Source: an optimization exercise on an open RTL-to-GDS flow (aim: small area, a short achievable clock period and few clock cycles per item). Production flows keep margins and buffers that such runs may drop.
Only simulation tests tie the RTL to the original design; equivalence was not proved.
No activity file was given, so power comes from the tool's default toggle rates.

### design/flow/config.mk
export PLATFORM = sky130hd
export DESIGN_NAME = pe8_feeder
export DESIGN_NICKNAME = pe8_feeder
export VERILOG_FILES = /design/flow/design.v
export SDC_FILE = /design/flow/constraint.sdc
export NUM_CORES = 4
export LEC_CHECK = 0
export CAP_MARGIN = 20
export CORE_MARGIN = 2
export CORE_UTILIZATION = 30
export SLEW_MARGIN = 20
### design/flow/run.sh
#!/bin/bash
# synth_recipe.tcl (not shown) runs the flow's synth.tcl, then flattens the netlist and writes it again
# the make line also repeats each setting of config.mk as NAME=value (left out here)
make -C /OpenROAD-flow-scripts/flow DESIGN_CONFIG=/design/flow/config.mk WORK_HOME=/design/flow/orfs CLKGATE_MAP_FILE= SYNTH_SCRIPT=/design/flow/synth_recipe.tcl finish
### design/flow/design.v
module pe8_feeder #(
  parameter int N      = 32,
  parameter int Q      = 19,
  parameter int E8     = 10,
  parameter int PE_LAT = 3
) (
  input  logic            clk,
  input  logic            rst_n,
  input  logic            i_start,
  input  logic [E8-1:0]   i_cfg_en,
  output logic            o_busy,
  input  logic            i_s_valid,
  output logic            o_s_ready,
  input  logic [N-1:0]    i_s_data,
  input  logic [N-1:0]    i_s_weight,
  output logic [14*N-1:0] o_pe_in,
  output logic [14*N-1:0] o_pe_w,
  output logic [E8-1:0]   o_pe_en,
  input  logic [7*N-1:0]  i_pe_res,
  output logic            o_m_valid,
  input  logic            i_m_ready,
  output logic [N-1:0]    o_m_data,
  output logic            o_m_last,
  output logic            o_done
);
  localparam int CW = (PE_LAT > 1) ? $clog2(PE_LAT) : 1;
  localparam logic [CW-1:0] WCNT_LAST = CW'(PE_LAT - 1);
  if (Q >= N || PE_LAT < 1) begin : g_param_check
    $error("pe8_feeder: parameters need Q < N and PE_LAT >= 1");
  end
  typedef enum logic [2:0] {S_IDLE, S_LOAD, S_FIRE, S_WAIT, S_DRAIN} state_t;
  state_t        r_state, w_state_nxt;
  logic [E8-1:0] r_cfg;
  logic [N-1:0]  r_sd [14];
  logic [N-1:0]  r_sw [14];
  logic [N-1:0]  r_res [7];
  logic [3:0]    r_idx;
  logic [2:0]    r_ridx, w_ridx_nxt;
  logic [CW-1:0] r_wcnt;
  logic          r_s_ready, r_busy, r_m_valid, r_m_last, r_done;
  logic [E8-1:0] r_pe_en;
  logic [N-1:0]  r_m_data, w_m_data_nxt;
  logic       w_full, w_s_hs, w_m_hs, w_wait_done;
  logic [3:0] w_k_last;
  logic [2:0] w_r_last;
  assign w_full      = r_cfg[E8-1];
  assign w_k_last    = w_full ? 4'd7 : 4'd13;
  assign w_r_last    = w_full ? 3'd0 : 3'd6;
  assign w_s_hs      = i_s_valid & r_s_ready;
  assign w_m_hs      = r_m_valid & i_m_ready;
  assign w_wait_done = (r_wcnt == WCNT_LAST);
  always_comb begin
    w_state_nxt = r_state;
    w_ridx_nxt  = r_ridx;
    case (r_state)
      S_IDLE: begin
        w_ridx_nxt = 3'd0;
        if (i_start) w_state_nxt = S_LOAD;
        else         w_state_nxt = S_IDLE;
      end
      S_LOAD: begin
        if (w_s_hs && (r_idx == w_k_last)) w_state_nxt = S_FIRE;
        else                               w_state_nxt = S_LOAD;
      end
      S_FIRE: w_state_nxt = S_WAIT;
      S_WAIT: begin
        if (w_wait_done) w_state_nxt = S_DRAIN;
        else             w_state_nxt = S_WAIT;
      end
      S_DRAIN: begin
        if (w_m_hs && (r_ridx == w_r_last)) w_state_nxt = S_IDLE;
        else if (w_m_hs)                    w_ridx_nxt  = r_ridx + 3'd1;
        else                                w_ridx_nxt  = r_ridx;
      end
      default: w_state_nxt = S_IDLE;
    endcase
  end
  always_comb begin
    w_m_data_nxt = {N{1'b0}};
    if (w_state_nxt != S_DRAIN)  w_m_data_nxt = {N{1'b0}};
    else if (r_state == S_WAIT)  w_m_data_nxt = i_pe_res[N-1:0];
    else                         w_m_data_nxt = r_res[w_ridx_nxt];
  end
  always_ff @(posedge clk or negedge rst_n) begin
    if (!rst_n) r_state <= S_IDLE;
    else        r_state <= w_state_nxt;
  end
  always_ff @(posedge clk or negedge rst_n) begin
    if (!rst_n) begin
      r_cfg  <= {E8{1'b0}};
      r_idx  <= 4'd0;
      r_ridx <= 3'd0;
      r_wcnt <= {CW{1'b0}};
      for (int k = 0; k < 14; k++) begin
        r_sd[k] <= {N{1'b0}};
        r_sw[k] <= {N{1'b0}};
      end
      for (int k = 0; k < 7; k++) r_res[k] <= {N{1'b0}};
    end else begin
      r_ridx <= w_ridx_nxt;
      case (r_state)
        S_IDLE: begin
          if (i_start) begin
            r_cfg <= i_cfg_en;
            r_idx <= 4'd0;
            for (int k = 0; k < 14; k++) begin
              r_sd[k] <= {N{1'b0}};
              r_sw[k] <= {N{1'b0}};
            end
          end
        end
        S_LOAD: begin
          if (w_s_hs) begin
            r_sd[r_idx] <= i_s_data;
            r_sw[r_idx] <= i_s_weight;
            r_idx       <= r_idx + 4'd1;
          end
        end
        S_FIRE: r_wcnt <= {CW{1'b0}};
        S_WAIT: begin
          r_wcnt <= r_wcnt + {{(CW-1){1'b0}}, 1'b1};
          if (w_wait_done) begin
            for (int k = 0; k < 7; k++) r_res[k] <= i_pe_res[k*N +: N];
          end
        end
        default: ;
      endcase
    end
  end
  always_ff @(posedge clk or negedge rst_n) begin
    if (!rst_n) begin
      r_s_ready <= 1'b0;
      r_busy    <= 1'b0;
      r_pe_en   <= {E8{1'b0}};
      r_m_valid <= 1'b0;
      r_m_data  <= {N{1'b0}};
      r_m_last  <= 1'b0;
      r_done    <= 1'b0;
    end else begin
      r_s_ready <= (w_state_nxt == S_LOAD);
      r_busy    <= (w_state_nxt != S_IDLE);
      r_pe_en   <= ((w_state_nxt == S_FIRE) || (w_state_nxt == S_WAIT)) ? r_cfg : {E8{1'b0}};
      r_m_valid <= (w_state_nxt == S_DRAIN);
      r_m_data  <= w_m_data_nxt;
      r_m_last  <= (w_state_nxt == S_DRAIN) && (w_ridx_nxt == w_r_last);
      r_done    <= (r_state == S_DRAIN) && w_m_hs && (r_ridx == w_r_last);
    end
  end
  for (genvar k = 0; k < 14; k++) begin : g_slot
    assign o_pe_in[k*N +: N] = r_sd[k];
    assign o_pe_w[k*N +: N]  = r_sw[k];
  end
  assign o_busy    = r_busy;
  assign o_s_ready = r_s_ready;
  assign o_pe_en   = r_pe_en;
  assign o_m_valid = r_m_valid;
  assign o_m_data  = r_m_data;
  assign o_m_last  = r_m_last;
  assign o_done    = r_done;
endmodule
### design/flow/constraint.sdc
create_clock -name core_clock -period 4.0 [get_ports {clk}]
set_input_delay 0.8000 -clock core_clock [delete_from_list [all_inputs] [get_ports {clk}]]
set_output_delay 0.8000 -clock core_clock [all_outputs]
set_load 0.01 [all_outputs]
==> notes.md <==
## routing by layer
layer | part of all wire (%) | vias to the layer above
met1 | 36 | 19574
li1 | - | 17239
met2 | 50 | 1816
met4 | 4.8 | 38
met3 | 9.1 | 472
met5 | 0.12 | -
## power by group
group / switching (mW) / internal, mW
Combinational: 10.2 / 7.18
Clock: 5.22 / 7.22
Sequential: 2.10 / 15.6
Total: 17.5 / 30.0
## cell type report
type	count	share of cell area, %
clock inverters	45	0.913
clock buffers	192	5.80
multi-input cells	2597	22.8
inverters	9	0.0551
flip-flops and latches	1189	45.2
well taps	2044	3.88
repair buffers	1392	21.3
diodes	22	0.0836
## repair_timing
item | 4_1_cts | 5_1_grt
hold buffers | 1 | 0
hold endpoints to repair | 3 | 0
buffers inserted | 0 | 0
## sequential cells by signal, indices dropped and copies added, names as in the netlist
signal	count
r_m_last	1
r_sw	448
r_ridx	3
r_wcnt	2
r_s_ready	1
r_done	1
r_m_valid	1
r_busy	1
r_m_data	32
r_state	3
r_cfg	10
r_sd	448
r_pe_en	10
r_idx	4
r_res	224
## synthesized netlist by cell type, types with 13 or more instances
cell | instances | area (µm²)
a31o_2 | 26 | 228
nand2_1 | 211 | 792
dfrtp_1 | 1189 | 29800
mux2_2 | 233 | 2620
o21ai_0 | 996 | 4980
clkbuf_1 | 280 | 1050
a31oi_1 | 49 | 307
and3_1 | 13 | 81.3
nand3_1 | 873 | 4370
nor2_1 | 15 | 56.3
buf_1 | 128 | 480
a21oi_1 | 57 | 285
buf_2 | 34 | 170
and2_1 | 14 | 87.6
## logic make-up (layout without fill, tap and decap cells)
kind of cell               Yosys count  in the layout  share of synthesized area (%)
AOI/OAI and AO/OA                 1186           1186                           13.6
xor gates and xnor gates             3              3                         0.0568
adders and majority gates            6              6                          0.162
buffers and inverters              456           1638                           3.85
DFF                               1189           1189                           64.3
muxes                              238            238                           5.78
other                                0             22                              0
and+or+nand+nor                   1164           1164                           12.3
## final timing paths
kind,start,end,cells after the start
worst min register to register,r_cfg[7],r_cfg[7],2
worst max-delay path,r_state[2],r_m_data[15],8
min in group asynchronous,rst_n,r_sd[12][29],2
max in group asynchronous,rst_n,r_sd[1][23],3
worst max register to register,r_state[2],r_m_data[15],8
worst min-delay path,r_cfg[7],r_cfg[7],2
## worst max-delay path, stage by stage, from the launching register on
cell and delay [ns]:
dfrtp_1 0.58, nor3_1 0.48, a211oi_1 0.16, nor2_4 0.52, inv_1 0.24, nor3_2 0.67, buf_4 0.34, o21ai_0 0.13
a31oi_1 0.21
==> impl_metrics.tcl <==
set metrics [dict create \
    cts_tree "yes" \
    powerDensity_nw_per_um2 721 \
    grt_max_degree 152 \
    drive_gt1_share_pct 12.2 \
    syn_inst 4242 \
    cts_buffers 133 \
    r2r_slack_ns 0.56 \
    rows 144 \
    nNetsFinal 5631 \
    grt_pass1_vias 37551 \
    async_reset_ff_share_pct 100 \
    timing.fmax_mhz 291 \
    period_share_pct 85.9 \
    hold_viol 0 \
    peakVddDrop_mv 0.403 \
    ios 1246 \
    final_core_util_pct 42.9 \
    ys_warn_count 4 \
    die_h_um 397 \
    grt_overflow 0 \
    ff_latch_area_um2 29800 \
    synth_cell_type_count 60 \
    clock_path_buffers 3 \
    min_path_type "flip-flop to flip-flop" \
    synth_seq_cells 1189 \
    cts-resized-gates 0 \
    fin_tns_setup_ns 0 \
    layout_common_cells "1244 x clkdlybuf4s50_1, 1189 x dfrtp_1, 996 x o21ai_0" \
    critPathLaunchType "flip-flop" \
    clkTransAtPathRegs_ns 0.06 \
    clkLatencyLatePin_ns 0.75 \
    fin_cells 7490 \
    area_growth_pct 42.3 \
    synth_flop_cell "dfrtp_1" \
    syn_nets 4551 \
    fin_ws_ns 0.564 \
    syn-cell-area_um2 46300 \
    worstMarginPinSlew_ns 1.19 \
    drtIter0Drc 3114 \
    syn_area_per_cell_um2 10.9 \
    preCtsSetupSlack_ns 0.152 \
    rsz0062_at_grt "false" \
    layout_commonest_cell "clkdlybuf4s50_1" \
    via_per_inst 5.23 \
    start_util_pct 30.1 \
    yosysSeqAreaShare_pct 64.3 \
    clock-root-buffer "clkbuf_16" \
    cp_max_fo 22 \
    relSlewSlack_pct 20.7 \
    p_leak_nw 28.3 \
    first_pass_iters 5 \
    fill_cells 14518 \
    use_met3_pct 7.60 \
    required_ns 4.66 \
    die_area_um2 158000 \
    final_area_um2 65900 \
    status "complete, no violations" \
    multi_input_area_um2 15000 \
    grtUsageMet2_pct 44.2 \
    vias 39139 \
    drtAntennaViolNets 0 \
    dp_cells 7229 \
    h-tree-depth 4 \
    hpwl_um 149000 \
    fin_crit_ns 3.44 \
    final_max_slew_viol_count 0 \
    synth_edf_count 0 \
    routed_wl_um 210000 \
    hold_ws_ns 0.469 \
    end_kind "flip-flop" \
    final-setup-viol-count 0 \
    top_usage_layer "met2" \
    worstPathArrival_ns 4.10 \
    clkSinkCount 1189 \
    place_congestion 0.885 \
    grtUsageMet1_pct 29.9 \
    cap_violations 0 \
    crit_type "flip-flop to flip-flop" \
    wl_per_cell_um 28.0 \
    skew_ns 0.0343 \
    route.detailed.drc 0 \
    grt_usage_pct 25.8 \
    grt_pass1_wl_um 291000 \
    finalPower_mw 47.5 \
    die_w_um 397 \
    grt_antenna_before_repair 55 \
    placed_cell_area_um2 61400 \
    portBuffers 1245 \
    core_area_um2 154000 \
]
Testbench counts, summed over its fixed seeds: cycles 6,004, jobs 320.

## afterwards: timing with drivers on the ports
The flow's constraints put no driver on any port. The routed layout listed below was extracted and timed again, unchanged, in two steps. Step 1: set_driving_cell puts a clkbuf_16 on clk and a buf_2 on each other input, an assumption about the parent block. Step 2, shift: input delay + t, output delay - t, t = (earliest + latest rising clock arrival at the registers) / 2. This alone moves slack from input paths to output paths. a / b / c = ideal ports / drivers / drivers and shift; a / b = the first two.
shift t [ns]: 0.817
slack for setup (ns): 0.564 / 0.564 / -0.008
worst setup path at the end: input to register
worst register clock-pin slew, ns: 0.07 / 0.07
Met with ideal ports but missed after step 2: setup timing in this run. The setup slack of this run moves by 0.000 ns with the drivers and by -0.572 ns with both steps.
